This design comes from an exercise in tuning for small area, a short achievable clock period and few clock cycles per item on the open sky130 flow, not from production work. In this exercise RTL edits were held to simulation tests only and were not proved equivalent to the original. No activity file was given, so power comes from the tool's default toggle rates.

## design/flow/flow/run.sh

```bash
#!/bin/bash
# The standard layout (standard.sh) with two changes to the ORFS run:
#  - timing repair aims at a larger setup slack (SETUP_SLACK_MARGIN), so the
#    layout is sped up beyond the 10 ns clock it must meet;
#  - the port buffers are buf_2 cells rather than the delay-cell buffer that
#    buffer_ports picks by default (every port still gets its own buffer).
# The make output goes to make_flow.log; ORFS keeps each tool's log under orfs/logs.
set -euo pipefail
MARGIN=${MARGIN:-6.5}
PORTBUF=${PORTBUF:-sky130_fd_sc_hd__buf_2}
sed "s/\"\\\${@:-finish}\"/SETUP_SLACK_MARGIN=$MARGIN 'BUFFER_PORTS_ARGS=-buffer_cell $PORTBUF' \"\${@:-finish}\"/" standard.sh > flow/standard_own.sh
grep -q "SETUP_SLACK_MARGIN=$MARGIN" flow/standard_own.sh
bash flow/standard_own.sh > make_flow.log 2>&1
```

## design/flow/flow/standard_own.sh

```bash
#!/bin/bash
# The standard flow's own layout of this design, on the ORFS make targets given (by default finish). After
# finish it leaves the final layout's DEF at /design/flow/out/final.def.
set -euo pipefail
make -C /OpenROAD-flow-scripts/flow DESIGN_CONFIG=/design/flow/config.mk WORK_HOME=/design/flow/orfs CLKGATE_MAP_FILE= SYNTH_SCRIPT=/design/flow/synth_recipe.tcl CAP_MARGIN=20 CORE_MARGIN=2 CORE_UTILIZATION=40 GPL_ROUTABILITY_DRIVEN=0 SLEW_MARGIN=20 SYNTH_HIERARCHICAL=1 SETUP_SLACK_MARGIN=6.5 'BUFFER_PORTS_ARGS=-buffer_cell sky130_fd_sc_hd__buf_2' "${@:-finish}"
if [[ -f /design/flow/orfs/results/sky130hd/elastic_alu/base/6_final.odb ]]; then
  : # left out here: write the final layout as DEF
fi
```

## design/flow/standard.sh

```bash
#!/bin/bash
# synth_recipe.tcl (not shown) runs the flow's synth.tcl, then flattens the netlist and writes it again
# the make line also repeats each setting of config.mk as NAME=value (left out here)
make -C /OpenROAD-flow-scripts/flow DESIGN_CONFIG=/design/flow/config.mk WORK_HOME=/design/flow/orfs CLKGATE_MAP_FILE= SYNTH_SCRIPT=/design/flow/synth_recipe.tcl "${@:-finish}"
```

## design/flow/config.mk

```make
export PLATFORM = sky130hd
export DESIGN_NAME = elastic_alu
export DESIGN_NICKNAME = elastic_alu
export VERILOG_FILES = /design/flow/design.v
export SDC_FILE = /design/flow/constraint.sdc
export NUM_CORES = 4
export LEC_CHECK = 0
export CAP_MARGIN = 20
export CORE_MARGIN = 2
export CORE_UTILIZATION = 40
export GPL_ROUTABILITY_DRIVEN = 0
export SLEW_MARGIN = 20
export SYNTH_HIERARCHICAL = 1
```

## design/flow/constraint.sdc

```tcl
create_clock -name core_clock -period 10.0 [get_ports {clk}]
set_input_delay 2.0000 -clock core_clock [delete_from_list [all_inputs] [get_ports {clk}]]
set_output_delay 2.0000 -clock core_clock [all_outputs]
set_load 0.01 [all_outputs]
```

## design/flow/design.v

```verilog
`timescale 1ns/1ps
package alu_pkg;
	localparam int DATA_W = 32;
	typedef logic [DATA_W-1:0] word_t;
	localparam int SHAMT_W = 5;
	typedef logic [SHAMT_W-1:0] shamt_t;
	typedef enum logic [3:0] {
		OP_ADD  = 4'd0,
		OP_SUB  = 4'd1,
		OP_MUL  = 4'd2,
		OP_AND  = 4'd3,
		OP_OR   = 4'd4,
		OP_XOR  = 4'd5,
		OP_SHL  = 4'd6,
		OP_LSHR = 4'd7,
		OP_ASHR = 4'd8,
		OP_EQ   = 4'd9,
		OP_NE   = 4'd10,
		OP_ULT  = 4'd11,
		OP_ULE  = 4'd12,
		OP_SLT  = 4'd13,
		OP_SLE  = 4'd14
	} alu_op_t;
	localparam int MUL_STAGES_DEF = 4;
endpackage
`timescale 1ns/1ps
module elastic_alu (
	input logic clk,
	input logic rst,
	input logic [31:0] lhs,
	input logic [3:0] lhs_op,
	input logic lhs_valid,
	output logic lhs_ready,
	input logic [31:0] rhs,
	input logic rhs_valid,
	output logic rhs_ready,
	output logic [31:0] result,
	output logic result_valid,
	input logic result_ready
);
	logic lv, rv, fire, adv;
	logic [31:0] a_l, a_r;
	logic [3:0] a_op;
	logic lbusy, rbusy, lv_n, rv_n, sv_n;
	assign fire = lv & rv & adv;
	assign lhs_ready = ~lbusy;
	assign rhs_ready = ~rbusy;
	logic l_en, r_en;
	assign l_en = ~lv | fire;
	assign r_en = ~rv | fire;
	assign lv_n = l_en ? lhs_valid : lv;
	assign rv_n = r_en ? rhs_valid : rv;
	always_ff @(posedge clk or posedge rst) begin
		if (rst) begin
			lv <= 1'b0;
			rv <= 1'b0;
			lbusy <= 1'b0;
			rbusy <= 1'b0;
		end else begin
			lv <= lv_n;
			rv <= rv_n;
			lbusy <= lv_n & ~(rv_n & ~sv_n);
			rbusy <= rv_n & ~(lv_n & ~sv_n);
		end
	end
	always_ff @(posedge clk) begin
		if (l_en) begin
			a_l <= lhs;
			a_op <= lhs_op;
		end
		if (r_en) begin
			a_r <= rhs;
		end
	end
	logic o_mul, o_sh, o_one, o_addr, o_subr, o_and, o_or, o_xor, o_cin, o_sgn, o_rt, o_s;
	logic [31:0] e_l, e_ad, fill;
	logic [15:0] e_one, e_two, e_neg;
	logic [32:0] rr;
	logic e_x0, eq, lt, e_cmp;
	logic [31:0] cl, cr;
	always_comb begin
		o_mul = (a_op == 4'd2);
		o_sh = (a_op == 4'd6) | (a_op == 4'd7) | (a_op == 4'd8);
		o_rt = (a_op == 4'd7) | (a_op == 4'd8);
		o_s = (a_op == 4'd8) & a_l[31];
		o_addr = (a_op == 4'd0);
		o_subr = (a_op == 4'd1);
		o_one = o_addr | o_subr;
		o_and = (a_op == 4'd3);
		o_or = (a_op == 4'd4);
		o_xor = (a_op == 4'd5);
		o_cin = (a_op == 4'd1);
		o_sgn = (a_op == 4'd13) | (a_op == 4'd14);
		for (int i = 0; i < 32; i++) begin
			e_l[i] = o_rt ? a_l[31 - i] : a_l[i];
		end
		rr = {a_r, 1'b0};
		for (int j = 0; j < 16; j++) begin
			e_one[j] = (o_mul & (rr[2*j+1] ^ rr[2*j])) | (o_sh & (a_r[4:1] == j) & ~a_r[0]) | ((j == 0) & o_one);
			e_two[j] = (o_mul & ((rr[2*j+2] & ~rr[2*j+1] & ~rr[2*j]) | (~rr[2*j+2] & rr[2*j+1] & rr[2*j]))) |
				(o_sh & (a_r[4:1] == j) & a_r[0]);
			e_neg[j] = o_mul & rr[2*j+2];
		end
		e_x0 = o_mul ? e_neg[0] : o_cin;
		for (int i = 0; i < 32; i++) begin
			fill[i] = o_s & (i < a_r[4:0]);
		end
		e_ad = ({32{o_addr}} & a_r) | ({32{o_subr}} & ~a_r) | ({32{o_and}} & (a_l & a_r)) |
			({32{o_or}} & (a_l | a_r)) | ({32{o_xor}} & (a_l ^ a_r)) | fill;
		eq = (a_l == a_r);
		cl = {a_l[31] ^ o_sgn, a_l[30:0]};
		cr = {a_r[31] ^ o_sgn, a_r[30:0]};
		lt = (cl < cr);
		case (a_op)
			4'd9: e_cmp = eq;
			4'd10: e_cmp = ~eq;
			4'd11, 4'd13: e_cmp = lt;
			4'd12, 4'd14: e_cmp = lt | eq;
			default: e_cmp = 1'b0;
		endcase
	end
	logic cv;
	logic [31:0] c_l, ad;
	logic [15:0] one, two, neg;
	logic x0;
	logic c_sn, c_sr, c_fe;
	always_ff @(posedge clk or posedge rst) begin
		if (rst) begin
			cv <= 1'b0;
		end else if (adv) begin
			cv <= fire;
		end
	end
	always_ff @(posedge clk) begin
		if (adv) begin
			c_l <= e_l;
			ad <= e_ad;
			one <= e_one;
			two <= e_two;
			neg <= e_neg;
			x0 <= e_x0;
			c_sn <= ~o_rt;
			c_sr <= o_rt;
			c_fe <= e_cmp;
		end
	end
	logic [31:0] pp0, pp1, pp2, pp3, pp4, pp5, pp6, pp7, pp8, pp9, pp10, pp11, pp12, pp13, pp14, pp15;
	logic [32:0] ll;
	assign ll = {c_l, 1'b0};
	always_comb begin
		for (int i = 0; i < 32; i++) begin
			pp0[i] = ((one[0] & ll[i+1]) | (two[0] & ll[i])) ^ neg[0];
			pp1[i] = ((one[1] & ll[i+1]) | (two[1] & ll[i])) ^ neg[1];
			pp2[i] = ((one[2] & ll[i+1]) | (two[2] & ll[i])) ^ neg[2];
			pp3[i] = ((one[3] & ll[i+1]) | (two[3] & ll[i])) ^ neg[3];
			pp4[i] = ((one[4] & ll[i+1]) | (two[4] & ll[i])) ^ neg[4];
			pp5[i] = ((one[5] & ll[i+1]) | (two[5] & ll[i])) ^ neg[5];
			pp6[i] = ((one[6] & ll[i+1]) | (two[6] & ll[i])) ^ neg[6];
			pp7[i] = ((one[7] & ll[i+1]) | (two[7] & ll[i])) ^ neg[7];
			pp8[i] = ((one[8] & ll[i+1]) | (two[8] & ll[i])) ^ neg[8];
			pp9[i] = ((one[9] & ll[i+1]) | (two[9] & ll[i])) ^ neg[9];
			pp10[i] = ((one[10] & ll[i+1]) | (two[10] & ll[i])) ^ neg[10];
			pp11[i] = ((one[11] & ll[i+1]) | (two[11] & ll[i])) ^ neg[11];
			pp12[i] = ((one[12] & ll[i+1]) | (two[12] & ll[i])) ^ neg[12];
			pp13[i] = ((one[13] & ll[i+1]) | (two[13] & ll[i])) ^ neg[13];
			pp14[i] = ((one[14] & ll[i+1]) | (two[14] & ll[i])) ^ neg[14];
			pp15[i] = ((one[15] & ll[i+1]) | (two[15] & ll[i])) ^ neg[15];
		end
	end
	logic [31:0] tx, ty, sum;
	logic t1, t2, t3, t4, t5, t6, t7, t8, t9, t10, t11, t12, t13, t14, t15, t16, t17, t18, t19, t20, t21, t22, t23, t24, t25, t26, t27, t28, t29, t30, t31, t32, t33, t34, t35, t36, t37, t38, t39, t40, t41, t42, t43, t44, t45, t46, t47, t48, t49, t50, t51, t52, t53, t54, t55, t56, t57, t58, t59, t60, t61, t62, t63, t64, t65, t66, t67, t68, t69, t70, t71, t72, t73, t74, t75, t76, t77, t78, t79, t80, t81, t82, t83, t84, t85, t86, t87, t88, t89, t90, t91, t92, t93, t94, t95, t96, t97, t98, t99, t100, t101, t102, t103, t104, t105, t106, t107, t108, t109, t110, t111, t112, t113, t114, t115, t116, t117, t118, t119, t120, t121, t122, t123, t124, t125, t126, t127, t128, t129, t130, t131, t132, t133, t134, t135, t136, t137, t138, t139, t140, t141, t142, t143, t144, t145, t146, t147, t148, t149, t150, t151, t152, t153, t154, t155, t156, t157, t158, t159, t160, t161, t162, t163, t164, t165, t166, t167, t168, t169, t170, t171, t172, t173, t174, t175, t176, t177, t178, t179, t180, t181, t182, t183, t184, t185, t186, t187, t188, t189, t190, t191, t192, t193, t194, t195, t196, t197, t198, t199, t200, t201, t202, t203, t204, t205, t206, t207, t208, t209, t210, t211, t212, t213, t214, t215, t216, t217, t218, t219, t220, t221, t222, t223, t224, t225, t226, t227, t228, t229, t230, t231, t232, t233, t234, t235, t236, t237, t238, t239, t240, t241, t242, t243, t244, t245, t246, t247, t248, t249, t250, t251, t252, t253, t254, t255, t256, t257, t258, t259, t260, t261, t262, t263, t264, t265, t266, t267, t268, t269, t270, t271, t272, t273, t274, t275, t276, t277, t278, t279, t280, t281, t282, t283, t284, t285, t286, t287, t288, t289, t290, t291, t292, t293, t294, t295, t296, t297, t298, t299, t300, t301, t302, t303, t304, t305, t306, t307, t308, t309, t310, t311, t312, t313, t314, t315, t316, t317, t318, t319, t320, t321, t322, t323, t324, t325, t326, t327, t328, t329, t330, t331, t332, t333, t334, t335, t336, t337, t338, t339, t340, t341, t342, t343, t344, t345, t346, t347, t348, t349, t350, t351, t352, t353, t354, t355, t356, t357, t358, t359, t360, t361, t362, t363, t364, t365, t366, t367, t368, t369, t370, t371, t372, t373, t374, t375, t376, t377, t378, t379, t380, t381, t382, t383, t384, t385, t386, t387, t388, t389, t390, t391, t392, t393, t394, t395, t396, t397, t398, t399, t400, t401, t402, t403, t404, t405, t406, t407, t408, t409, t410, t411, t412, t413, t414, t415, t416, t417, t418, t419, t420, t421, t422, t423, t424, t425, t426, t427, t428, t429, t430, t431, t432, t433, t434, t435, t436, t437, t438, t439, t440, t441, t442, t443, t444, t445, t446, t447, t448, t449, t450, t451, t452, t453, t454, t455, t456, t457, t458, t459, t460, t461, t462, t463, t464, t465, t466, t467, t468, t469, t470, t471, t472, t473, t474, t475, t476, t477, t478, t479, t480, t481, t482, t483, t484, t485, t486, t487, t488, t489, t490, t491, t492, t493, t494, t495, t496, t497, t498, t499, t500, t501, t502, t503, t504, t505, t506, t507, t508, t509, t510, t511, t512, t513, t514, t515, t516, t517, t518, t519, t520, t521;
	csa_ha t1_h (.a(neg[11]), .b(ad[22]), .s(t1), .co(t2));
	csa_ha t3_h (.a(ad[23]), .b(pp0[23]), .s(t3), .co(t4));
	csa_fa t5_f (.a(neg[12]), .b(ad[24]), .c(pp0[24]), .s(t5), .co(t6));
	csa_ha t7_h (.a(pp10[4]), .b(pp11[2]), .s(t7), .co(t8));
	csa_fa t9_f (.a(ad[25]), .b(pp0[25]), .c(pp10[5]), .s(t9), .co(t10));
	csa_ha t11_h (.a(pp11[3]), .b(pp12[1]), .s(t11), .co(t12));
	csa_fa t13_f (.a(neg[13]), .b(ad[26]), .c(pp0[26]), .s(t13), .co(t14));
	csa_fa t15_f (.a(pp10[6]), .b(pp11[4]), .c(pp12[2]), .s(t15), .co(t16));
	csa_ha t17_h (.a(pp13[0]), .b(pp1[24]), .s(t17), .co(t18));
	csa_fa t19_f (.a(ad[27]), .b(pp0[27]), .c(pp10[7]), .s(t19), .co(t20));
	csa_fa t21_f (.a(pp11[5]), .b(pp12[3]), .c(pp13[1]), .s(t21), .co(t22));
	csa_ha t23_h (.a(pp1[25]), .b(pp2[23]), .s(t23), .co(t24));
	csa_fa t25_f (.a(neg[14]), .b(ad[28]), .c(pp0[28]), .s(t25), .co(t26));
	csa_fa t27_f (.a(pp10[8]), .b(pp11[6]), .c(pp12[4]), .s(t27), .co(t28));
	csa_fa t29_f (.a(pp13[2]), .b(pp14[0]), .c(pp1[26]), .s(t29), .co(t30));
	csa_ha t31_h (.a(pp2[24]), .b(pp3[22]), .s(t31), .co(t32));
	csa_fa t33_f (.a(ad[29]), .b(pp0[29]), .c(pp10[9]), .s(t33), .co(t34));
	csa_fa t35_f (.a(pp11[7]), .b(pp12[5]), .c(pp13[3]), .s(t35), .co(t36));
	csa_fa t37_f (.a(pp14[1]), .b(pp1[27]), .c(pp2[25]), .s(t37), .co(t38));
	csa_ha t39_h (.a(pp3[23]), .b(pp4[21]), .s(t39), .co(t40));
	csa_fa t41_f (.a(neg[15]), .b(ad[30]), .c(pp0[30]), .s(t41), .co(t42));
	csa_fa t43_f (.a(pp10[10]), .b(pp11[8]), .c(pp12[6]), .s(t43), .co(t44));
	csa_fa t45_f (.a(pp13[4]), .b(pp14[2]), .c(pp15[0]), .s(t45), .co(t46));
	csa_fa t47_f (.a(pp1[28]), .b(pp2[26]), .c(pp3[24]), .s(t47), .co(t48));
	csa_ha t49_h (.a(pp4[22]), .b(pp5[20]), .s(t49), .co(t50));
	csa_x2 t52_x (.a(ad[31]), .b(pp0[31]), .y(t52));
	csa_x2 t51_x (.a(t52), .b(pp10[11]), .y(t51));
	csa_x2 t54_x (.a(pp11[9]), .b(pp12[7]), .y(t54));
	csa_x2 t53_x (.a(t54), .b(pp13[5]), .y(t53));
	csa_x2 t56_x (.a(pp14[3]), .b(pp15[1]), .y(t56));
	csa_x2 t55_x (.a(t56), .b(pp1[29]), .y(t55));
	csa_x2 t58_x (.a(pp2[27]), .b(pp3[25]), .y(t58));
	csa_x2 t57_x (.a(t58), .b(pp4[23]), .y(t57));
	csa_x2 t59_x (.a(pp5[21]), .b(pp6[19]), .y(t59));
	csa_ha t60_h (.a(neg[7]), .b(ad[14]), .s(t60), .co(t61));
	csa_ha t62_h (.a(ad[15]), .b(pp0[15]), .s(t62), .co(t63));
	csa_fa t64_f (.a(neg[8]), .b(ad[16]), .c(pp0[16]), .s(t64), .co(t65));
	csa_ha t66_h (.a(pp1[14]), .b(pp2[12]), .s(t66), .co(t67));
	csa_fa t68_f (.a(ad[17]), .b(pp0[17]), .c(pp1[15]), .s(t68), .co(t69));
	csa_ha t70_h (.a(pp2[13]), .b(pp3[11]), .s(t70), .co(t71));
	csa_fa t72_f (.a(neg[9]), .b(ad[18]), .c(pp0[18]), .s(t72), .co(t73));
	csa_fa t74_f (.a(pp1[16]), .b(pp2[14]), .c(pp3[12]), .s(t74), .co(t75));
	csa_ha t76_h (.a(pp4[10]), .b(pp5[8]), .s(t76), .co(t77));
	csa_fa t78_f (.a(ad[19]), .b(pp0[19]), .c(pp1[17]), .s(t78), .co(t79));
	csa_fa t80_f (.a(pp2[15]), .b(pp3[13]), .c(pp4[11]), .s(t80), .co(t81));
	csa_ha t82_h (.a(pp5[9]), .b(pp6[7]), .s(t82), .co(t83));
	csa_fa t84_f (.a(neg[10]), .b(ad[20]), .c(pp0[20]), .s(t84), .co(t85));
	csa_fa t86_f (.a(pp10[0]), .b(pp1[18]), .c(pp2[16]), .s(t86), .co(t87));
	csa_fa t88_f (.a(pp3[14]), .b(pp4[12]), .c(pp5[10]), .s(t88), .co(t89));
	csa_ha t90_h (.a(pp6[8]), .b(pp7[6]), .s(t90), .co(t91));
	csa_fa t92_f (.a(ad[21]), .b(pp0[21]), .c(pp10[1]), .s(t92), .co(t93));
	csa_fa t94_f (.a(pp1[19]), .b(pp2[17]), .c(pp3[15]), .s(t94), .co(t95));
	csa_fa t96_f (.a(pp4[13]), .b(pp5[11]), .c(pp6[9]), .s(t96), .co(t97));
	csa_ha t98_h (.a(pp7[7]), .b(pp8[5]), .s(t98), .co(t99));
	csa_fa t100_f (.a(pp0[22]), .b(pp10[2]), .c(pp11[0]), .s(t100), .co(t101));
	csa_fa t102_f (.a(pp1[20]), .b(pp2[18]), .c(pp3[16]), .s(t102), .co(t103));
	csa_fa t104_f (.a(pp4[14]), .b(pp5[12]), .c(pp6[10]), .s(t104), .co(t105));
	csa_fa t106_f (.a(pp7[8]), .b(pp8[6]), .c(pp9[4]), .s(t106), .co(t107));
	csa_fa t108_f (.a(pp10[3]), .b(pp11[1]), .c(pp1[21]), .s(t108), .co(t109));
	csa_fa t110_f (.a(pp2[19]), .b(pp3[17]), .c(pp4[15]), .s(t110), .co(t111));
	csa_fa t112_f (.a(pp5[13]), .b(pp6[11]), .c(pp7[9]), .s(t112), .co(t113));
	csa_fa t114_f (.a(pp8[7]), .b(pp9[5]), .c(t2), .s(t114), .co(t115));
	csa_fa t116_f (.a(pp12[0]), .b(pp1[22]), .c(pp2[20]), .s(t116), .co(t117));
	csa_fa t118_f (.a(pp3[18]), .b(pp4[16]), .c(pp5[14]), .s(t118), .co(t119));
	csa_fa t120_f (.a(pp6[12]), .b(pp7[10]), .c(pp8[8]), .s(t120), .co(t121));
	csa_fa t122_f (.a(pp9[6]), .b(t4), .c(t7), .s(t122), .co(t123));
	csa_fa t124_f (.a(pp1[23]), .b(pp2[21]), .c(pp3[19]), .s(t124), .co(t125));
	csa_fa t126_f (.a(pp4[17]), .b(pp5[15]), .c(pp6[13]), .s(t126), .co(t127));
	csa_fa t128_f (.a(pp7[11]), .b(pp8[9]), .c(pp9[7]), .s(t128), .co(t129));
	csa_fa t130_f (.a(t8), .b(t11), .c(t6), .s(t130), .co(t131));
	csa_fa t132_f (.a(pp2[22]), .b(pp3[20]), .c(pp4[18]), .s(t132), .co(t133));
	csa_fa t134_f (.a(pp5[16]), .b(pp6[14]), .c(pp7[12]), .s(t134), .co(t135));
	csa_fa t136_f (.a(pp8[10]), .b(pp9[8]), .c(t12), .s(t136), .co(t137));
	csa_fa t138_f (.a(t17), .b(t10), .c(t13), .s(t138), .co(t139));
	csa_fa t140_f (.a(pp3[21]), .b(pp4[19]), .c(pp5[17]), .s(t140), .co(t141));
	csa_fa t142_f (.a(pp6[15]), .b(pp7[13]), .c(pp8[11]), .s(t142), .co(t143));
	csa_fa t144_f (.a(pp9[9]), .b(t18), .c(t23), .s(t144), .co(t145));
	csa_fa t146_f (.a(t14), .b(t16), .c(t19), .s(t146), .co(t147));
	csa_fa t148_f (.a(pp4[20]), .b(pp5[18]), .c(pp6[16]), .s(t148), .co(t149));
	csa_fa t150_f (.a(pp7[14]), .b(pp8[12]), .c(pp9[10]), .s(t150), .co(t151));
	csa_fa t152_f (.a(t24), .b(t31), .c(t20), .s(t152), .co(t153));
	csa_fa t154_f (.a(t22), .b(t25), .c(t27), .s(t154), .co(t155));
	csa_fa t156_f (.a(pp5[19]), .b(pp6[17]), .c(pp7[15]), .s(t156), .co(t157));
	csa_fa t158_f (.a(pp8[13]), .b(pp9[11]), .c(t32), .s(t158), .co(t159));
	csa_fa t160_f (.a(t39), .b(t26), .c(t28), .s(t160), .co(t161));
	csa_fa t162_f (.a(t30), .b(t33), .c(t35), .s(t162), .co(t163));
	csa_fa t164_f (.a(pp6[18]), .b(pp7[16]), .c(pp8[14]), .s(t164), .co(t165));
	csa_fa t166_f (.a(pp9[12]), .b(t40), .c(t49), .s(t166), .co(t167));
	csa_fa t168_f (.a(t34), .b(t36), .c(t38), .s(t168), .co(t169));
	csa_fa t170_f (.a(t41), .b(t43), .c(t45), .s(t170), .co(t171));
	csa_x2 t173_x (.a(pp7[17]), .b(pp8[15]), .y(t173));
	csa_x2 t172_x (.a(t173), .b(pp9[13]), .y(t172));
	csa_x2 t175_x (.a(t50), .b(t59), .y(t175));
	csa_x2 t174_x (.a(t175), .b(t42), .y(t174));
	csa_x2 t177_x (.a(t44), .b(t46), .y(t177));
	csa_x2 t176_x (.a(t177), .b(t48), .y(t176));
	csa_x2 t179_x (.a(t51), .b(t53), .y(t179));
	csa_x2 t178_x (.a(t179), .b(t55), .y(t178));
	csa_ha t180_h (.a(neg[4]), .b(ad[8]), .s(t180), .co(t181));
	csa_ha t182_h (.a(ad[9]), .b(pp0[9]), .s(t182), .co(t183));
	csa_fa t184_f (.a(neg[5]), .b(ad[10]), .c(pp0[10]), .s(t184), .co(t185));
	csa_ha t186_h (.a(pp1[8]), .b(pp2[6]), .s(t186), .co(t187));
	csa_fa t188_f (.a(ad[11]), .b(pp0[11]), .c(pp1[9]), .s(t188), .co(t189));
	csa_ha t190_h (.a(pp2[7]), .b(pp3[5]), .s(t190), .co(t191));
	csa_fa t192_f (.a(neg[6]), .b(ad[12]), .c(pp0[12]), .s(t192), .co(t193));
	csa_fa t194_f (.a(pp1[10]), .b(pp2[8]), .c(pp3[6]), .s(t194), .co(t195));
	csa_ha t196_h (.a(pp4[4]), .b(pp5[2]), .s(t196), .co(t197));
	csa_fa t198_f (.a(ad[13]), .b(pp0[13]), .c(pp1[11]), .s(t198), .co(t199));
	csa_fa t200_f (.a(pp2[9]), .b(pp3[7]), .c(pp4[5]), .s(t200), .co(t201));
	csa_ha t202_h (.a(pp5[3]), .b(pp6[1]), .s(t202), .co(t203));
	csa_fa t204_f (.a(pp0[14]), .b(pp1[12]), .c(pp2[10]), .s(t204), .co(t205));
	csa_fa t206_f (.a(pp3[8]), .b(pp4[6]), .c(pp5[4]), .s(t206), .co(t207));
	csa_fa t208_f (.a(pp6[2]), .b(pp7[0]), .c(t60), .s(t208), .co(t209));
	csa_fa t210_f (.a(pp1[13]), .b(pp2[11]), .c(pp3[9]), .s(t210), .co(t211));
	csa_fa t212_f (.a(pp4[7]), .b(pp5[5]), .c(pp6[3]), .s(t212), .co(t213));
	csa_fa t214_f (.a(pp7[1]), .b(t61), .c(t62), .s(t214), .co(t215));
	csa_fa t216_f (.a(pp3[10]), .b(pp4[8]), .c(pp5[6]), .s(t216), .co(t217));
	csa_fa t218_f (.a(pp6[4]), .b(pp7[2]), .c(pp8[0]), .s(t218), .co(t219));
	csa_fa t220_f (.a(t63), .b(t66), .c(t64), .s(t220), .co(t221));
	csa_fa t222_f (.a(pp4[9]), .b(pp5[7]), .c(pp6[5]), .s(t222), .co(t223));
	csa_fa t224_f (.a(pp7[3]), .b(pp8[1]), .c(t67), .s(t224), .co(t225));
	csa_fa t226_f (.a(t70), .b(t65), .c(t68), .s(t226), .co(t227));
	csa_fa t228_f (.a(pp6[6]), .b(pp7[4]), .c(pp8[2]), .s(t228), .co(t229));
	csa_fa t230_f (.a(pp9[0]), .b(t71), .c(t76), .s(t230), .co(t231));
	csa_fa t232_f (.a(t69), .b(t72), .c(t74), .s(t232), .co(t233));
	csa_fa t234_f (.a(pp7[5]), .b(pp8[3]), .c(pp9[1]), .s(t234), .co(t235));
	csa_fa t236_f (.a(t77), .b(t82), .c(t73), .s(t236), .co(t237));
	csa_fa t238_f (.a(t75), .b(t78), .c(t80), .s(t238), .co(t239));
	csa_fa t240_f (.a(pp8[4]), .b(pp9[2]), .c(t83), .s(t240), .co(t241));
	csa_fa t242_f (.a(t90), .b(t79), .c(t81), .s(t242), .co(t243));
	csa_fa t244_f (.a(t84), .b(t86), .c(t88), .s(t244), .co(t245));
	csa_fa t246_f (.a(pp9[3]), .b(t91), .c(t98), .s(t246), .co(t247));
	csa_fa t248_f (.a(t85), .b(t87), .c(t89), .s(t248), .co(t249));
	csa_fa t250_f (.a(t92), .b(t94), .c(t96), .s(t250), .co(t251));
	csa_fa t252_f (.a(t1), .b(t99), .c(t93), .s(t252), .co(t253));
	csa_fa t254_f (.a(t95), .b(t97), .c(t100), .s(t254), .co(t255));
	csa_fa t256_f (.a(t102), .b(t104), .c(t106), .s(t256), .co(t257));
	csa_fa t258_f (.a(t3), .b(t101), .c(t103), .s(t258), .co(t259));
	csa_fa t260_f (.a(t105), .b(t107), .c(t108), .s(t260), .co(t261));
	csa_fa t262_f (.a(t110), .b(t112), .c(t114), .s(t262), .co(t263));
	csa_x2 t265_x (.a(t109), .b(t111), .y(t265));
	csa_x2 t264_x (.a(t265), .b(t113), .y(t264));
	csa_mj t266_m (.a(t109), .b(t111), .c(t113), .y(t266));
	csa_x2 t268_x (.a(t115), .b(t116), .y(t268));
	csa_x2 t267_x (.a(t268), .b(t118), .y(t267));
	csa_mj t269_m (.a(t115), .b(t116), .c(t118), .y(t269));
	csa_x2 t271_x (.a(t120), .b(t5), .y(t271));
	csa_x2 t270_x (.a(t271), .b(t122), .y(t270));
	csa_mj t272_m (.a(t120), .b(t5), .c(t122), .y(t272));
	csa_x2 t274_x (.a(t117), .b(t119), .y(t274));
	csa_x2 t273_x (.a(t274), .b(t121), .y(t273));
	csa_mj t275_m (.a(t117), .b(t119), .c(t121), .y(t275));
	csa_x2 t277_x (.a(t124), .b(t126), .y(t277));
	csa_x2 t276_x (.a(t277), .b(t128), .y(t276));
	csa_mj t278_m (.a(t124), .b(t126), .c(t128), .y(t278));
	csa_x2 t280_x (.a(t9), .b(t123), .y(t280));
	csa_x2 t279_x (.a(t280), .b(t130), .y(t279));
	csa_mj t281_m (.a(t9), .b(t123), .c(t130), .y(t281));
	csa_x2 t283_x (.a(t125), .b(t127), .y(t283));
	csa_x2 t282_x (.a(t283), .b(t129), .y(t282));
	csa_mj t284_m (.a(t125), .b(t127), .c(t129), .y(t284));
	csa_x2 t286_x (.a(t132), .b(t134), .y(t286));
	csa_x2 t285_x (.a(t286), .b(t15), .y(t285));
	csa_mj t287_m (.a(t132), .b(t134), .c(t15), .y(t287));
	csa_x2 t289_x (.a(t136), .b(t131), .y(t289));
	csa_x2 t288_x (.a(t289), .b(t138), .y(t288));
	csa_mj t290_m (.a(t136), .b(t131), .c(t138), .y(t290));
	csa_x2 t292_x (.a(t133), .b(t135), .y(t292));
	csa_x2 t291_x (.a(t292), .b(t140), .y(t291));
	csa_mj t293_m (.a(t133), .b(t135), .c(t140), .y(t293));
	csa_x2 t295_x (.a(t142), .b(t21), .y(t295));
	csa_x2 t294_x (.a(t295), .b(t137), .y(t294));
	csa_mj t296_m (.a(t142), .b(t21), .c(t137), .y(t296));
	csa_x2 t298_x (.a(t144), .b(t139), .y(t298));
	csa_x2 t297_x (.a(t298), .b(t146), .y(t297));
	csa_mj t299_m (.a(t144), .b(t139), .c(t146), .y(t299));
	csa_x2 t301_x (.a(t141), .b(t143), .y(t301));
	csa_x2 t300_x (.a(t301), .b(t148), .y(t300));
	csa_mj t302_m (.a(t141), .b(t143), .c(t148), .y(t302));
	csa_x2 t304_x (.a(t150), .b(t29), .y(t304));
	csa_x2 t303_x (.a(t304), .b(t145), .y(t303));
	csa_mj t305_m (.a(t150), .b(t29), .c(t145), .y(t305));
	csa_x2 t307_x (.a(t147), .b(t152), .y(t307));
	csa_x2 t306_x (.a(t307), .b(t154), .y(t306));
	csa_mj t308_m (.a(t147), .b(t152), .c(t154), .y(t308));
	csa_x2 t310_x (.a(t149), .b(t151), .y(t310));
	csa_x2 t309_x (.a(t310), .b(t156), .y(t309));
	csa_mj t311_m (.a(t149), .b(t151), .c(t156), .y(t311));
	csa_x2 t313_x (.a(t37), .b(t158), .y(t313));
	csa_x2 t312_x (.a(t313), .b(t153), .y(t312));
	csa_mj t314_m (.a(t37), .b(t158), .c(t153), .y(t314));
	csa_x2 t316_x (.a(t155), .b(t160), .y(t316));
	csa_x2 t315_x (.a(t316), .b(t162), .y(t315));
	csa_mj t317_m (.a(t155), .b(t160), .c(t162), .y(t317));
	csa_x2 t319_x (.a(t157), .b(t164), .y(t319));
	csa_x2 t318_x (.a(t319), .b(t47), .y(t318));
	csa_mj t320_m (.a(t157), .b(t164), .c(t47), .y(t320));
	csa_x2 t322_x (.a(t159), .b(t166), .y(t322));
	csa_x2 t321_x (.a(t322), .b(t161), .y(t321));
	csa_mj t323_m (.a(t159), .b(t166), .c(t161), .y(t323));
	csa_x2 t325_x (.a(t163), .b(t168), .y(t325));
	csa_x2 t324_x (.a(t325), .b(t170), .y(t324));
	csa_mj t326_m (.a(t163), .b(t168), .c(t170), .y(t326));
	csa_x2 t328_x (.a(t165), .b(t172), .y(t328));
	csa_x2 t327_x (.a(t328), .b(t57), .y(t327));
	csa_x2 t330_x (.a(t167), .b(t174), .y(t330));
	csa_x2 t329_x (.a(t330), .b(t169), .y(t329));
	csa_x2 t332_x (.a(t176), .b(t178), .y(t332));
	csa_x2 t331_x (.a(t332), .b(t171), .y(t331));
	csa_ha t333_h (.a(neg[2]), .b(ad[4]), .s(t333), .co(t334));
	csa_ha t335_h (.a(ad[5]), .b(pp0[5]), .s(t335), .co(t336));
	csa_fa t337_f (.a(neg[3]), .b(ad[6]), .c(pp0[6]), .s(t337), .co(t338));
	csa_ha t339_h (.a(pp1[4]), .b(pp2[2]), .s(t339), .co(t340));
	csa_fa t341_f (.a(ad[7]), .b(pp0[7]), .c(pp1[5]), .s(t341), .co(t342));
	csa_ha t343_h (.a(pp2[3]), .b(pp3[1]), .s(t343), .co(t344));
	csa_fa t345_f (.a(pp0[8]), .b(pp1[6]), .c(pp2[4]), .s(t345), .co(t346));
	csa_fa t347_f (.a(pp3[2]), .b(pp4[0]), .c(t180), .s(t347), .co(t348));
	csa_fa t349_f (.a(pp1[7]), .b(pp2[5]), .c(pp3[3]), .s(t349), .co(t350));
	csa_fa t351_f (.a(pp4[1]), .b(t181), .c(t182), .s(t351), .co(t352));
	csa_fa t353_f (.a(pp3[4]), .b(pp4[2]), .c(pp5[0]), .s(t353), .co(t354));
	csa_fa t355_f (.a(t183), .b(t186), .c(t184), .s(t355), .co(t356));
	csa_fa t357_f (.a(pp4[3]), .b(pp5[1]), .c(t187), .s(t357), .co(t358));
	csa_fa t359_f (.a(t190), .b(t185), .c(t188), .s(t359), .co(t360));
	csa_fa t361_f (.a(pp6[0]), .b(t191), .c(t196), .s(t361), .co(t362));
	csa_fa t363_f (.a(t189), .b(t192), .c(t194), .s(t363), .co(t364));
	csa_fa t365_f (.a(t197), .b(t202), .c(t193), .s(t365), .co(t366));
	csa_fa t367_f (.a(t195), .b(t198), .c(t200), .s(t367), .co(t368));
	csa_fa t369_f (.a(t203), .b(t199), .c(t201), .s(t369), .co(t370));
	csa_fa t371_f (.a(t204), .b(t206), .c(t208), .s(t371), .co(t372));
	csa_fa t373_f (.a(t205), .b(t207), .c(t210), .s(t373), .co(t374));
	csa_fa t375_f (.a(t212), .b(t209), .c(t214), .s(t375), .co(t376));
	csa_fa t377_f (.a(t211), .b(t213), .c(t216), .s(t377), .co(t378));
	csa_fa t379_f (.a(t218), .b(t215), .c(t220), .s(t379), .co(t380));
	csa_fa t381_f (.a(t217), .b(t219), .c(t222), .s(t381), .co(t382));
	csa_fa t383_f (.a(t224), .b(t221), .c(t226), .s(t383), .co(t384));
	csa_fa t385_f (.a(t223), .b(t228), .c(t225), .s(t385), .co(t386));
	csa_fa t387_f (.a(t230), .b(t227), .c(t232), .s(t387), .co(t388));
	csa_fa t389_f (.a(t229), .b(t234), .c(t231), .s(t389), .co(t390));
	csa_fa t391_f (.a(t233), .b(t236), .c(t238), .s(t391), .co(t392));
	csa_fa t393_f (.a(t235), .b(t240), .c(t237), .s(t393), .co(t394));
	csa_fa t395_f (.a(t239), .b(t242), .c(t244), .s(t395), .co(t396));
	csa_fa t397_f (.a(t241), .b(t246), .c(t243), .s(t397), .co(t398));
	csa_fa t399_f (.a(t245), .b(t248), .c(t250), .s(t399), .co(t400));
	csa_fa t401_f (.a(t247), .b(t249), .c(t251), .s(t401), .co(t402));
	csa_fa t403_f (.a(t252), .b(t254), .c(t256), .s(t403), .co(t404));
	csa_fa t405_f (.a(t253), .b(t255), .c(t257), .s(t405), .co(t406));
	csa_fa t407_f (.a(t258), .b(t260), .c(t262), .s(t407), .co(t408));
	csa_x2 t410_x (.a(t259), .b(t264), .y(t410));
	csa_x2 t409_x (.a(t410), .b(t261), .y(t409));
	csa_mj t411_m (.a(t259), .b(t264), .c(t261), .y(t411));
	csa_x2 t413_x (.a(t267), .b(t263), .y(t413));
	csa_x2 t412_x (.a(t413), .b(t270), .y(t412));
	csa_mj t414_m (.a(t267), .b(t263), .c(t270), .y(t414));
	csa_x2 t416_x (.a(t266), .b(t273), .y(t416));
	csa_x2 t415_x (.a(t416), .b(t269), .y(t415));
	csa_mj t417_m (.a(t266), .b(t273), .c(t269), .y(t417));
	csa_x2 t419_x (.a(t276), .b(t279), .y(t419));
	csa_x2 t418_x (.a(t419), .b(t272), .y(t418));
	csa_mj t420_m (.a(t276), .b(t279), .c(t272), .y(t420));
	csa_x2 t422_x (.a(t275), .b(t282), .y(t422));
	csa_x2 t421_x (.a(t422), .b(t278), .y(t421));
	csa_mj t423_m (.a(t275), .b(t282), .c(t278), .y(t423));
	csa_x2 t425_x (.a(t285), .b(t288), .y(t425));
	csa_x2 t424_x (.a(t425), .b(t281), .y(t424));
	csa_mj t426_m (.a(t285), .b(t288), .c(t281), .y(t426));
	csa_x2 t428_x (.a(t284), .b(t291), .y(t428));
	csa_x2 t427_x (.a(t428), .b(t287), .y(t427));
	csa_mj t429_m (.a(t284), .b(t291), .c(t287), .y(t429));
	csa_x2 t431_x (.a(t294), .b(t297), .y(t431));
	csa_x2 t430_x (.a(t431), .b(t290), .y(t430));
	csa_mj t432_m (.a(t294), .b(t297), .c(t290), .y(t432));
	csa_x2 t434_x (.a(t300), .b(t293), .y(t434));
	csa_x2 t433_x (.a(t434), .b(t303), .y(t433));
	csa_mj t435_m (.a(t300), .b(t293), .c(t303), .y(t435));
	csa_x2 t437_x (.a(t296), .b(t306), .y(t437));
	csa_x2 t436_x (.a(t437), .b(t299), .y(t436));
	csa_mj t438_m (.a(t296), .b(t306), .c(t299), .y(t438));
	csa_x2 t440_x (.a(t309), .b(t302), .y(t440));
	csa_x2 t439_x (.a(t440), .b(t305), .y(t439));
	csa_mj t441_m (.a(t309), .b(t302), .c(t305), .y(t441));
	csa_x2 t443_x (.a(t312), .b(t315), .y(t443));
	csa_x2 t442_x (.a(t443), .b(t308), .y(t442));
	csa_mj t444_m (.a(t312), .b(t315), .c(t308), .y(t444));
	csa_x2 t446_x (.a(t311), .b(t318), .y(t446));
	csa_x2 t445_x (.a(t446), .b(t314), .y(t445));
	csa_mj t447_m (.a(t311), .b(t318), .c(t314), .y(t447));
	csa_x2 t449_x (.a(t321), .b(t324), .y(t449));
	csa_x2 t448_x (.a(t449), .b(t317), .y(t448));
	csa_mj t450_m (.a(t321), .b(t324), .c(t317), .y(t450));
	csa_x2 t452_x (.a(t320), .b(t327), .y(t452));
	csa_x2 t451_x (.a(t452), .b(t329), .y(t451));
	csa_x2 t454_x (.a(t323), .b(t331), .y(t454));
	csa_x2 t453_x (.a(t454), .b(t326), .y(t453));
	csa_ha t455_h (.a(neg[1]), .b(ad[2]), .s(t455), .co(t456));
	csa_ha t457_h (.a(ad[3]), .b(pp0[3]), .s(t457), .co(t458));
	csa_fa t459_f (.a(pp0[4]), .b(pp1[2]), .c(pp2[0]), .s(t459), .co(t460));
	csa_fa t461_f (.a(pp1[3]), .b(pp2[1]), .c(t334), .s(t461), .co(t462));
	csa_fa t463_f (.a(pp3[0]), .b(t336), .c(t339), .s(t463), .co(t464));
	csa_fa t465_f (.a(t340), .b(t343), .c(t338), .s(t465), .co(t466));
	csa_fa t467_f (.a(t344), .b(t342), .c(t345), .s(t467), .co(t468));
	csa_fa t469_f (.a(t346), .b(t349), .c(t348), .s(t469), .co(t470));
	csa_fa t471_f (.a(t350), .b(t353), .c(t352), .s(t471), .co(t472));
	csa_fa t473_f (.a(t354), .b(t357), .c(t356), .s(t473), .co(t474));
	csa_fa t475_f (.a(t358), .b(t361), .c(t360), .s(t475), .co(t476));
	csa_fa t477_f (.a(t362), .b(t364), .c(t365), .s(t477), .co(t478));
	csa_fa t479_f (.a(t366), .b(t368), .c(t369), .s(t479), .co(t480));
	csa_fa t481_f (.a(t370), .b(t373), .c(t372), .s(t481), .co(t482));
	csa_fa t483_f (.a(t374), .b(t377), .c(t376), .s(t483), .co(t484));
	csa_fa t485_f (.a(t378), .b(t381), .c(t380), .s(t485), .co(t486));
	csa_fa t487_f (.a(t382), .b(t385), .c(t384), .s(t487), .co(t488));
	csa_fa t489_f (.a(t386), .b(t389), .c(t388), .s(t489), .co(t490));
	csa_fa t491_f (.a(t390), .b(t393), .c(t392), .s(t491), .co(t492));
	csa_fa t493_f (.a(t394), .b(t397), .c(t396), .s(t493), .co(t494));
	csa_fa t495_f (.a(t398), .b(t401), .c(t400), .s(t495), .co(t496));
	csa_fa t497_f (.a(t402), .b(t405), .c(t404), .s(t497), .co(t498));
	csa_x2 t500_x (.a(t409), .b(t406), .y(t500));
	csa_x2 t499_x (.a(t500), .b(t412), .y(t499));
	csa_mj t501_m (.a(t409), .b(t406), .c(t412), .y(t501));
	csa_x2 t503_x (.a(t411), .b(t415), .y(t503));
	csa_x2 t502_x (.a(t503), .b(t414), .y(t502));
	csa_mj t504_m (.a(t411), .b(t415), .c(t414), .y(t504));
	csa_x2 t506_x (.a(t417), .b(t421), .y(t506));
	csa_x2 t505_x (.a(t506), .b(t420), .y(t505));
	csa_mj t507_m (.a(t417), .b(t421), .c(t420), .y(t507));
	csa_x2 t509_x (.a(t423), .b(t427), .y(t509));
	csa_x2 t508_x (.a(t509), .b(t426), .y(t508));
	csa_mj t510_m (.a(t423), .b(t427), .c(t426), .y(t510));
	csa_x2 t512_x (.a(t429), .b(t433), .y(t512));
	csa_x2 t511_x (.a(t512), .b(t432), .y(t511));
	csa_mj t513_m (.a(t429), .b(t433), .c(t432), .y(t513));
	csa_x2 t515_x (.a(t435), .b(t439), .y(t515));
	csa_x2 t514_x (.a(t515), .b(t438), .y(t514));
	csa_mj t516_m (.a(t435), .b(t439), .c(t438), .y(t516));
	csa_x2 t518_x (.a(t445), .b(t441), .y(t518));
	csa_x2 t517_x (.a(t518), .b(t444), .y(t517));
	csa_mj t519_m (.a(t445), .b(t441), .c(t444), .y(t519));
	csa_x2 t521_x (.a(t451), .b(t447), .y(t521));
	csa_x2 t520_x (.a(t521), .b(t450), .y(t520));
	logic q0_0, q0_1, q0_2, q1_0, q1_1, q2_0, q2_1, q2_2, q3_0, q3_1, q3_2, q4_0, q4_1, q4_2, q5_0, q5_1, q5_2, q6_0, q6_1, q6_2, q7_0, q7_1, q7_2, q8_0, q8_1, q8_2, q9_0, q9_1, q9_2, q10_0, q10_1, q10_2, q11_0, q11_1, q11_2, q12_0, q12_1, q12_2, q13_0, q13_1, q13_2, q14_0, q14_1, q14_2, q15_0, q15_1, q15_2, q16_0, q16_1, q16_2, q17_0, q17_1, q17_2, q18_0, q18_1, q18_2, q19_0, q19_1, q19_2, q20_0, q20_1, q20_2, q21_0, q21_1, q21_2, q22_0, q22_1, q22_2, q23_0, q23_1, q23_2, q24_0, q24_1, q24_2, q25_0, q25_1, q25_2, q26_0, q26_1, q26_2, q27_0, q27_1, q27_2, q28_0, q28_1, q28_2, q29_0, q29_1, q29_2, q30_0, q30_1, q30_2, q31_0, q31_1, q31_2;
	always_ff @(posedge clk) begin
		if (adv) begin
			q0_0 <= ad[0];
			q0_1 <= x0;
			q0_2 <= pp0[0];
			q1_0 <= ad[1];
			q1_1 <= pp0[1];
			q2_0 <= t455;
			q2_1 <= pp0[2];
			q2_2 <= pp1[0];
			q3_0 <= t457;
			q3_1 <= pp1[1];
			q3_2 <= t456;
			q4_0 <= t459;
			q4_1 <= t333;
			q4_2 <= t458;
			q5_0 <= t461;
			q5_1 <= t335;
			q5_2 <= t460;
			q6_0 <= t463;
			q6_1 <= t337;
			q6_2 <= t462;
			q7_0 <= t465;
			q7_1 <= t341;
			q7_2 <= t464;
			q8_0 <= t467;
			q8_1 <= t347;
			q8_2 <= t466;
			q9_0 <= t469;
			q9_1 <= t351;
			q9_2 <= t468;
			q10_0 <= t471;
			q10_1 <= t355;
			q10_2 <= t470;
			q11_0 <= t473;
			q11_1 <= t359;
			q11_2 <= t472;
			q12_0 <= t475;
			q12_1 <= t363;
			q12_2 <= t474;
			q13_0 <= t477;
			q13_1 <= t367;
			q13_2 <= t476;
			q14_0 <= t479;
			q14_1 <= t371;
			q14_2 <= t478;
			q15_0 <= t481;
			q15_1 <= t375;
			q15_2 <= t480;
			q16_0 <= t483;
			q16_1 <= t379;
			q16_2 <= t482;
			q17_0 <= t485;
			q17_1 <= t383;
			q17_2 <= t484;
			q18_0 <= t487;
			q18_1 <= t387;
			q18_2 <= t486;
			q19_0 <= t489;
			q19_1 <= t391;
			q19_2 <= t488;
			q20_0 <= t491;
			q20_1 <= t395;
			q20_2 <= t490;
			q21_0 <= t493;
			q21_1 <= t399;
			q21_2 <= t492;
			q22_0 <= t495;
			q22_1 <= t403;
			q22_2 <= t494;
			q23_0 <= t497;
			q23_1 <= t407;
			q23_2 <= t496;
			q24_0 <= t499;
			q24_1 <= t408;
			q24_2 <= t498;
			q25_0 <= t502;
			q25_1 <= t418;
			q25_2 <= t501;
			q26_0 <= t505;
			q26_1 <= t424;
			q26_2 <= t504;
			q27_0 <= t508;
			q27_1 <= t430;
			q27_2 <= t507;
			q28_0 <= t511;
			q28_1 <= t436;
			q28_2 <= t510;
			q29_0 <= t514;
			q29_1 <= t442;
			q29_2 <= t513;
			q30_0 <= t517;
			q30_1 <= t448;
			q30_2 <= t516;
			q31_0 <= t520;
			q31_1 <= t453;
			q31_2 <= t519;
		end
	end
	logic u1, u2, u3, u4, u5, u6, u7, u8, u9, u10, u11, u12, u13, u14, u15, u16, u17, u18, u19, u20, u21, u22, u23, u24, u25, u26, u27, u28, u29, u30, u31, u32, u33, u34, u35, u36, u37, u38, u39, u40, u41, u42, u43, u44, u45, u46, u47, u48, u49, u50, u51, u52, u53, u54, u55, u56, u57, u58, u59, u60, u61, u62, u63, u64, u65, u66, u67, u68, u69, u70, u71;
	csa_ha u1_h (.a(q0_0), .b(q0_1), .s(u1), .co(u2));
	csa_ha u3_h (.a(q1_0), .b(q1_1), .s(u3), .co(u4));
	csa_fa u5_f (.a(q2_0), .b(q2_1), .c(q2_2), .s(u5), .co(u6));
	csa_fa u7_f (.a(q3_0), .b(q3_1), .c(q3_2), .s(u7), .co(u8));
	csa_fa u9_f (.a(q4_0), .b(q4_1), .c(q4_2), .s(u9), .co(u10));
	csa_fa u11_f (.a(q5_0), .b(q5_1), .c(q5_2), .s(u11), .co(u12));
	csa_fa u13_f (.a(q6_0), .b(q6_1), .c(q6_2), .s(u13), .co(u14));
	csa_fa u15_f (.a(q7_0), .b(q7_1), .c(q7_2), .s(u15), .co(u16));
	csa_fa u17_f (.a(q8_0), .b(q8_1), .c(q8_2), .s(u17), .co(u18));
	csa_fa u19_f (.a(q9_0), .b(q9_1), .c(q9_2), .s(u19), .co(u20));
	csa_fa u21_f (.a(q10_0), .b(q10_1), .c(q10_2), .s(u21), .co(u22));
	csa_fa u23_f (.a(q11_0), .b(q11_1), .c(q11_2), .s(u23), .co(u24));
	csa_fa u25_f (.a(q12_0), .b(q12_1), .c(q12_2), .s(u25), .co(u26));
	csa_fa u27_f (.a(q13_0), .b(q13_1), .c(q13_2), .s(u27), .co(u28));
	csa_fa u29_f (.a(q14_0), .b(q14_1), .c(q14_2), .s(u29), .co(u30));
	csa_fa u31_f (.a(q15_0), .b(q15_1), .c(q15_2), .s(u31), .co(u32));
	csa_fa u33_f (.a(q16_0), .b(q16_1), .c(q16_2), .s(u33), .co(u34));
	csa_fa u35_f (.a(q17_0), .b(q17_1), .c(q17_2), .s(u35), .co(u36));
	csa_fa u37_f (.a(q18_0), .b(q18_1), .c(q18_2), .s(u37), .co(u38));
	csa_fa u39_f (.a(q19_0), .b(q19_1), .c(q19_2), .s(u39), .co(u40));
	csa_fa u41_f (.a(q20_0), .b(q20_1), .c(q20_2), .s(u41), .co(u42));
	csa_fa u43_f (.a(q21_0), .b(q21_1), .c(q21_2), .s(u43), .co(u44));
	csa_fa u45_f (.a(q22_0), .b(q22_1), .c(q22_2), .s(u45), .co(u46));
	csa_fa u47_f (.a(q23_0), .b(q23_1), .c(q23_2), .s(u47), .co(u48));
	csa_x2 u50_x (.a(q24_0), .b(q24_1), .y(u50));
	csa_x2 u49_x (.a(u50), .b(q24_2), .y(u49));
	csa_mj u51_m (.a(q24_0), .b(q24_1), .c(q24_2), .y(u51));
	csa_x2 u53_x (.a(q25_0), .b(q25_1), .y(u53));
	csa_x2 u52_x (.a(u53), .b(q25_2), .y(u52));
	csa_mj u54_m (.a(q25_0), .b(q25_1), .c(q25_2), .y(u54));
	csa_x2 u56_x (.a(q26_0), .b(q26_1), .y(u56));
	csa_x2 u55_x (.a(u56), .b(q26_2), .y(u55));
	csa_mj u57_m (.a(q26_0), .b(q26_1), .c(q26_2), .y(u57));
	csa_x2 u59_x (.a(q27_0), .b(q27_1), .y(u59));
	csa_x2 u58_x (.a(u59), .b(q27_2), .y(u58));
	csa_mj u60_m (.a(q27_0), .b(q27_1), .c(q27_2), .y(u60));
	csa_x2 u62_x (.a(q28_0), .b(q28_1), .y(u62));
	csa_x2 u61_x (.a(u62), .b(q28_2), .y(u61));
	csa_mj u63_m (.a(q28_0), .b(q28_1), .c(q28_2), .y(u63));
	csa_x2 u65_x (.a(q29_0), .b(q29_1), .y(u65));
	csa_x2 u64_x (.a(u65), .b(q29_2), .y(u64));
	csa_mj u66_m (.a(q29_0), .b(q29_1), .c(q29_2), .y(u66));
	csa_x2 u68_x (.a(q30_0), .b(q30_1), .y(u68));
	csa_x2 u67_x (.a(u68), .b(q30_2), .y(u67));
	csa_mj u69_m (.a(q30_0), .b(q30_1), .c(q30_2), .y(u69));
	csa_x2 u71_x (.a(q31_0), .b(q31_1), .y(u71));
	csa_x2 u70_x (.a(u71), .b(q31_2), .y(u70));
	assign tx = {u70, u67, u64, u61, u58, u55, u52, u49, u47, u45, u43, u41, u39, u37, u35, u33, u31, u29, u27, u25, u23, u21, u19, u17, u15, u13, u11, u9, u7, u5, u3, u1};
	assign ty = {u69, u66, u63, u60, u57, u54, u51, u48, u46, u44, u42, u40, u38, u36, u34, u32, u30, u28, u26, u24, u22, u20, u18, u16, u14, u12, u10, u8, u6, u4, u2, q0_2};
	assign sum = tx + ty;
	logic bv;
	logic b_sn, b_sr, b_fe;
	always_ff @(posedge clk or posedge rst) begin
		if (rst) begin
			bv <= 1'b0;
		end else if (adv) begin
			bv <= cv;
		end
	end
	always_ff @(posedge clk) begin
		if (adv) begin
			b_sn <= c_sn;
			b_sr <= c_sr;
			b_fe <= c_fe;
		end
	end
	logic [31:0] res;
	always_comb begin
		for (int i = 0; i < 32; i++) begin
			res[i] = (b_sn & sum[i]) | (b_sr & sum[31 - i]);
		end
		res[0] = res[0] | b_fe;
	end
	logic ov, sv, take;
	logic [31:0] o_d, s_d;
	assign adv = ~sv;
	assign take = ov & result_ready;
	assign result_valid = ov;
	assign result = o_d;
	logic ov_n;
	always_comb begin
		ov_n = ov;
		sv_n = sv;
		if (sv) begin
			if (take) sv_n = 1'b0;
		end else if (bv) begin
			if (ov & ~take) sv_n = 1'b1;
			else ov_n = 1'b1;
		end else if (take) begin
			ov_n = 1'b0;
		end
	end
	always_ff @(posedge clk or posedge rst) begin
		if (rst) begin
			ov <= 1'b0;
			sv <= 1'b0;
		end else begin
			ov <= ov_n;
			sv <= sv_n;
		end
	end
	logic k_s, k_n, k_r;
	logic [31:0] o_n;
	assign k_s = sv;
	assign k_n = ~sv & b_sn;
	assign k_r = ~sv & b_sr;
	always_comb begin
		for (int i = 0; i < 32; i++) begin
			o_n[i] = (k_s & s_d[i]) | (k_n & sum[i]) | (k_r & sum[31 - i]);
		end
		o_n[0] = o_n[0] | (~sv & b_fe);
	end
	always_ff @(posedge clk) begin
		if (~sv) s_d <= res;
		if ((sv & take) | (~sv & bv & (~ov | take))) o_d <= o_n;
	end
endmodule
module csa_fa (
	input logic a,
	input logic b,
	input logic c,
	output logic s,
	output logic co
);
	assign s = a ^ b ^ c;
	assign co = (a & b) | (a & c) | (b & c);
endmodule
module csa_ha (
	input logic a,
	input logic b,
	output logic s,
	output logic co
);
	assign s = a ^ b;
	assign co = a & b;
endmodule
module csa_x2 (
	input logic a,
	input logic b,
	output logic y
);
	assign y = a ^ b;
endmodule
module csa_mj (
	input logic a,
	input logic b,
	input logic c,
	output logic y
);
	assign y = (a & b) | (a & c) | (b & c);
endmodule
```

==> impl_metrics.yaml, run 1 <==
cts:
  clockBufferDepth: 3
  clkSinkCount: 354
  clock_latency_ns: 0.59
  htreeDepth: 2
  cts_hold_buf: 0
  numCtsBuffers: 43
  cts_tree: "built"
  clock-root-buffer: "clkbuf_16"
  clk_pin_slew_ns: 0.06
setup_path:
  crit_end: "s_d[4]"
  path_max_fanout: 5
  worstReg2RegStart: "q2_0"
  max_stage_delay_ns: 0.52
  rr_worst_depth: 9
  cp-startpoint: "q2_0"
  path_depth: 9
  path_class: "reg -> reg"
  reg2reg_setup_slack_ns: 6.54
  crit_family: "compound AO/OA/AOI/OAI gates"
  slowest_stage: "a2111o_1"
  critical_path_buf_inv_count: 0
  worstSetupEndpointType: "flip-flop"
  r2r_end: "s_d[4]"
  critPathLaunchType: "flip-flop"
  cp.arrival_ns: 3.74
  cp.required_ns: 10.28
  path_cells: "fa_1 -> ha_2 -> o21ai_1 -> o211a_1 -> or3_1 -> a2111o_1 -> a21boi_1 -> o21a_2 -> o31ai_1"
sta:
  finalCritPeriodShare_pct: 34.59
  setup_viol: 0
  tns_ns: 0
  finalClockSkew_ns: 0.03222
  fmax_mhz: 289.1
  finalHoldViolCount: 0
  layout_min_cycle_time_ns: 3.459
  relSlewSlack_pct: 34.21
  worst_pin_slew_ns: 0.9765
  rsz0062_at_grt: "yes"
  hold_ws_ns: 0.4220
  drv_slew: 0
power:
  power_density_mw_per_mm2: 99.08
  power.total_mw: 3.145
  p_leak_nw: 12.12
  vdd_drop_max_mv: 0.1243
run_status:
  outcome: "no timing/DRC/antenna violations"
final_layout:
  final_cell_area_mm2: 0.03174
  area_growth_pct: 12.86
  nFillCells: 6393
  fin_nets: 3007
  drive_above_1_share_pct: 14.76
logic_synthesis:
  ys_warn_count: 7
  synthDistinctLibCells: 58
  synth_area_mm2: 0.02813
  yosys_most_used_dff: "edfxtp_1"
  synth_top_area_share_pct: 36.94
  ys_seq_area_share_pct: 37.65
  synth_edf_count: 346
  ys_ff_latch: 354
  syn_nets: 2951
  synth_top_family_by_area: "adder cells"
  synth_xor_area_share_pct: 13.54
  synth-simple-area-share_pct: 5.987
  synth_area_leaders: "edfxtp_1 37%, fa_1 13%, xnor2_1 8.9%"
  synthCells: 2534
  synth_mux_area_share_pct: 0.5204
  synth_common_cells: "346 x edfxtp_1, 287 x xnor2_1, 271 x a22oi_1, 177 x fa_1, 173 x clkbuf_1"
  synth_compound_area_share_pct: 16.28
  synth_fa_ha_area_share_pct: 21.99
  syn_area_per_cell_um2: 11.10
  yosysMostFrequentCell: "edfxtp_1"
  yosysTopAreaCell: "edfxtp_1"
  async_reset_ff_share_pct: 2.260
route:
  drt-pass1-iter-count: 6
  initialDrtViolationCount: 2524
  wl_per_cell_um: 24.08
  viasPerCell: 5.995
  totalWireLength_um: 85800
  drcViolationCount: 0
  ant_nets: 0
  via_count: 21360
floorplanning:
  pin_count: 108
  die-width_um: 269.2
  core_area_mm2: 0.06979
  start_util_pct: 40.31
  dieArea_mm2: 0.07246
  num_rows: 97
  dieHeight_um: 269.2
grt:
  grt-ovfl-total: 0
  track_usage_pct: 22.92
  antenna_found_initial: 1
  grt_max_degree: 113
  grt_pass1_vias: 21030
  grt_pass1_wl_um: 129400
placement:
  place.port_buffers: 107
  post_dp_cell_area_mm2: 0.02946
  hpwl_um: 60630
job:
  drv_cap: 0
hold_path:
  hp-class: "reg -> reg"
  hp-start: "c_sn"
final cells by class:
type	instances	area [µm²]	share of cell area [%]
multi-input cells	1878	16630	52.38
flip-flops and latches	354	10590	33.36
repair buffers	219	1619	5.100
well taps	940	1176	3.705
clock buffers	50	1145	3.606
inverters	94	360.3	1.135
clock inverters	27	224.0	0.7055
diodes	1	2.502	0.007883
logic make-up (layout without fill, tap and decap cells):
logic type / count (synthesis) / in the layout
xor+xnor: 435 / 435
other cells: 0 / 1
compound gates: 658 / 658
fa+ha+maj: 393 / 393
mux: 13 / 13
buf+inv: 302 / 390
flops: 354 / 354
simple gates: 379 / 379
how the worst min path moves through the flow:
stage,slack (ns),end,cells after the start
detailed placement,0.41,b_sn,0
floorplan,0.40,b_fe,0
finish,0.42,b_sn,0
global placement,0.41,b_sr,0
CTS,0.42,b_sn,0
global route,0.43,b_sn,0
report_power, final:
| part | total, mW | switching (mW) | leakage, nW | internal, mW |
|---|---|---|---|---|
| Clock | 1.52 | 0.647 | 0.651 | 0.877 |
| Sequential | 1.61 | 0 | 3.07 | 1.61 |
| Combinational | 0.0138 | 0.00411 | 8.40 | 0.00964 |
| Total | 3.15 | 0.651 | 12.1 | 2.49 |
per-layer routing:
metal  vias to the layer above  GRT usage, %  wire length, µm
met3                       302         3.847             6852
met1                     10540         30.75            35250
li1                       9299             -                -
met5                         -             0                0
met2                      1215         36.41            39130
met4                         0         10.35             4570
layout by cell type, fill, tap and decap left out, types with 88 or more instances in the layout:
cell type | Yosys | final
a21oi_1 | 89 | 88
xnor2_1 | 287 | 286
fa_1 | 177 | 177
xor2_1 | 148 | 146
ha_1 | 167 | 162
nand2_1 | 163 | 163
o21ai_0 | 110 | 107
edfxtp_1 | 346 | 346
inv_1 | 94 | 93
buf_2 | 0 | 107
a22oi_1 | 271 | 271
state kept, by name, indices dropped and copies added (netlist names), 4 cells and up:
| signal | flops |
|---|---|
| s_d | 32 |
| one | 16 |
| a_l | 32 |
| a_r | 32 |
| o_d | 32 |
| ad | 32 |
| two | 16 |
| neg | 16 |
| a_op | 4 |
| c_l | 32 |
stage by stage:
stage | std cells | setup WS (ns) | util, %
global route | 3562 | 6.385 | 45.48
detailed placement | 3419 | 6.138 | 42.22
global placement | 3418 | 6.217 | 42.21
finish | 3563 | 6.541 | 45.49
floorplan | 2534 | 6.501 | -
CTS | 3524 | 6.463 | 44.68
Yosys stat by module, one instance, submodules excluded:
module | cells inside | cell area, µm² | flops+latches
elastic_alu | 2149 | 22540 | 354
csa_fa | 1 | 20.02 | 0
csa_x2 | 1 | 8.758 | 0
csa_mj | 1 | 11.26 | 0
csa_ha | 1 | 12.51 | 0
what timing repair did:
item,4_1_cts,5_1_grt
buffers inserted,28,38
cloned,0,0
gates resized for setup,6,25
setup endpoints to repair,47,67
pin swaps,0,7
Testbench counts, summed over its fixed seeds: cycles 16,032, items 16,000.
==> run 2, diff against run 1 <==
==> design/flow/flow/standard_own.sh (replaced) <==
#!/bin/bash
# The standard flow's own layout of this design, on the ORFS make targets given (by default finish). After
# finish it leaves the final layout's DEF at /design/flow/out/final.def.
set -euo pipefail
make -C /OpenROAD-flow-scripts/flow DESIGN_CONFIG=/design/flow/config.mk WORK_HOME=/design/flow/orfs CLKGATE_MAP_FILE= SYNTH_SCRIPT=/design/flow/synth_recipe.tcl CAP_MARGIN=20 CORE_MARGIN=2 CORE_UTILIZATION=40 PLACE_DENSITY=0.75 SLEW_MARGIN=20 SYNTH_HIERARCHICAL=1 SETUP_SLACK_MARGIN=6.5 'BUFFER_PORTS_ARGS=-buffer_cell sky130_fd_sc_hd__buf_2' "${@:-finish}"
if [[ -f /design/flow/orfs/results/sky130hd/elastic_alu/base/6_final.odb ]]; then
  : # left out here: write the final layout as DEF
fi
--- a/design/flow/config.mk
+++ b/design/flow/config.mk
@@ -10,3 +10,3 @@
 export CORE_UTILIZATION = 40
-export GPL_ROUTABILITY_DRIVEN = 0
+export PLACE_DENSITY = 0.75
 export SLEW_MARGIN = 20
==> run 2 against run 1 <==
Total power fell by 2.4%. Clock power shrank 5%. Sequential power about the same. Setup slack got worse by 0.020 ns. Final cell count fell by 0.79%. Die area unchanged. Area after synthesis unchanged. Clock skew shrank 0.0025 ns. Critical path depth unchanged. Global-route usage down 1.3 points. Largest power group unchanged.
==> impl_metrics.yaml, run 2 <==
logic_synthesis:
  synth_edf_count: 346
  ys_ff_latch: 354
  syn_nets: 2951
  syn_area_per_cell_um2: 11.10
  yosysTopAreaCell: "edfxtp_1"
  synthDistinctLibCells: 58
  synthCells: 2534
  ys_warn_count: 7
  synth_area_leaders: "edfxtp_1 37%, fa_1 13%, xnor2_1 8.9%"
  yosysMostFrequentCell: "edfxtp_1"
  synth_top_area_share_pct: 36.94
setup_path:
  path_max_fanout: 12
  path_class: "reg -> reg"
  slowest_stage: "edfxtp_1"
  cp.required_ns: 10.37
  cp.arrival_ns: 3.85
  max_stage_delay_ns: 0.79
  path_cells: "buf_4 -> a22oi_1 -> xnor2_1 -> fa_1 -> xor2_1 -> xor2_1 -> xor2_1 -> xor2_1 -> xor2_1"
  worstSetupEndpointType: "flip-flop"
final_layout:
  multi_input_area_mm2: 0.01658
  area_growth_pct: 11.40
  fin_nets: 2984
  antenna_cells: 0
  layout_commonest_cell: "edfxtp_1"
  register_area_mm2: 0.01059
  drive_above_1_share_pct: 13.76
sta:
  finalClockSkew_ns: 0.02967
  drv_slew: 0
  tns_ns: 0
  finalHoldViolCount: 0
  fmax_mhz: 287.4
  rsz0062_at_grt: "yes"
  relSlewSlack_pct: 32.01
  setup_viol: 0
  postLayoutSetupSlackWorst_ns: 6.520
  layout_min_cycle_time_ns: 3.480
cts:
  clkSinkCount: 354
  cts_tree: "built"
  htreeDepth: 2
  numCtsBuffers: 39
  clockBufferDepth: 3
power:
  p_seq_share_pct: 52.3
  swShare_pct: 19.58
  vdd_drop_max_mv: 0.1325
  power_frac_clock_pct: 47.2
  p_sw_uw: 601.4
  p_leak_nw: 11.94
  internal-power_mw: 2.470
  power_density_mw_per_mm2: 98.01
floorplanning:
  start_util_pct: 40.31
  dieArea_mm2: 0.07246
  die-width_um: 269.2
  dieHeight_um: 269.2
  core_area_mm2: 0.06979
run_status:
  outcome: "no timing/DRC/antenna violations"
placement:
  place_ws_ns: 6.261
  hpwl_um: 56300
  place.port_buffers: 107
grt:
  grt_max_degree: 134
  grt-ovfl-total: 0
  grt_pass1_vias: 20510
  track_usage_pct: 21.66
  antenna_found_initial: 1
route:
  wl_per_cell_um: 22.90
  initialDrtViolationCount: 2713
  viasPerCell: 5.945
  via_count: 21020
  totalWireLength_um: 80940
  drt-pass1-iter-count: 8
hold_path:
  hp-class: "reg -> reg"
job:
  drv_cap: 0
run 2: cell counts after synthesis:
Identical to the previous run, type by type.
run 2: worst paths after layout:
| kind | startpoint | to | slack, ns | cells past startpoint |
|---|---|---|---|---|
| worst max-delay path | one[5] | q27_0 | 6.52 | 9 |
| worst min-delay path | c_sr | b_sr | 0.41 | 0 |
| worst max register to register | one[5] | q27_0 | 6.52 | 9 |
| worst min register to register | c_sr | b_sr | 0.41 | 0 |
| max in group asynchronous | rst | bv | 8.40 | 2 |
| min in group asynchronous | rst | rbusy | 1.37 | 2 |
run 2: critical path: cells and delay by family, from the launching register on:
kind	cells	cell delay, ns
buffers and inverters	1	0.35
XOR/XNOR	6	1.51
AO/OA/AOI/OAI	1	0.13
flip-flops	1	0.79
adder cells (fa/ha/maj)	1	0.49
run 2: kinds of logic after synthesis:
family          Yosys count  synth area share, %
xor+xnor                435                13.54
buf+inv                 302                4.030
compound gates          658                16.28
fa+ha+maj               393                21.99
flops                   354                37.65
mux                      13               0.5204
simple gates            379                5.987
run 2: area by class of cell:
cell class | instances | share of cell area (%)
multi-input combinational | 1878 | 52.90
tap | 940 | 3.754
sequential | 354 | 33.80
timing repair buffer | 200 | 4.333
clock buffer | 47 | 3.346
inverter | 94 | 1.150
clock inverter | 22 | 0.7188
run 2: power groups by stage:
stage	Clock (mW)	Combinational, mW	Sequential (mW)
after detailed placement	0	0.0151	1.64
after floorplan	0	0.000525	1.64
after CTS	1.48	0.0152	1.61
after global routing	1.53	0.0169	1.61
final	1.45	0.0145	1.61
after global placement	0	0.0149	1.64
run 2: repair_timing:
| item | CTS | global route |
|---|---|---|
| pin swaps | 0 | 7 |
| endpoints found under the setup margin | 15 | 61 |
| buffers inserted | 15 | 36 |
| gates resized for setup | 2 | 26 |
run 2: through the flow:
step	area (µm²)	total power, mW	utilization, %
final	31330	3.071	44.90
after global routing	31330	3.152	44.90
after CTS	30850	3.098	44.20
after detailed placement	29420	1.654	42.16
after global placement	29420	1.654	42.16
after floorplan	28130	1.640	-
run 2: modules after synthesis (local to each module, per instance):
module	area, µm²	times used
csa_x2	8.758	129
csa_mj	11.26	49
csa_fa	20.02	176
csa_ha	12.51	31
elastic_alu	22540	1
run 2: per-layer routing:
metal | vias to the layer above | track usage, % | part of all wire (%)
met2 | 1446 | 33.87 | 45
met4 | 0 | 9.791 | 4.9
met1 | 10040 | 28.83 | 40
met5 | - | 0 | 0
li1 | 9243 | - | -
met3 | 292 | 4.640 | 11

-- separate check: timing with driven ports --
The flow's constraints put no driver on any port. The routed layouts listed below were extracted and timed again, unchanged, in two steps. Step 1: set_driving_cell puts a clkbuf_16 on clk and a buf_2 on each other input, an assumption about the parent block. Step 2 also shifts input and output timing later by t, the mid clock arrival at the registers, as if the neighbouring blocks saw the same clock. Slacks: ideal / step 1 / step 2; pairs: ideal / step 1.
run | t (ns) | setup WS [ns]
run 1 | 0.631 | 6.541 / 6.541 / 6.541
run 2 | 0.615 | 6.520 / 6.520 / 6.520
After both steps every run listed still meets setup and hold.
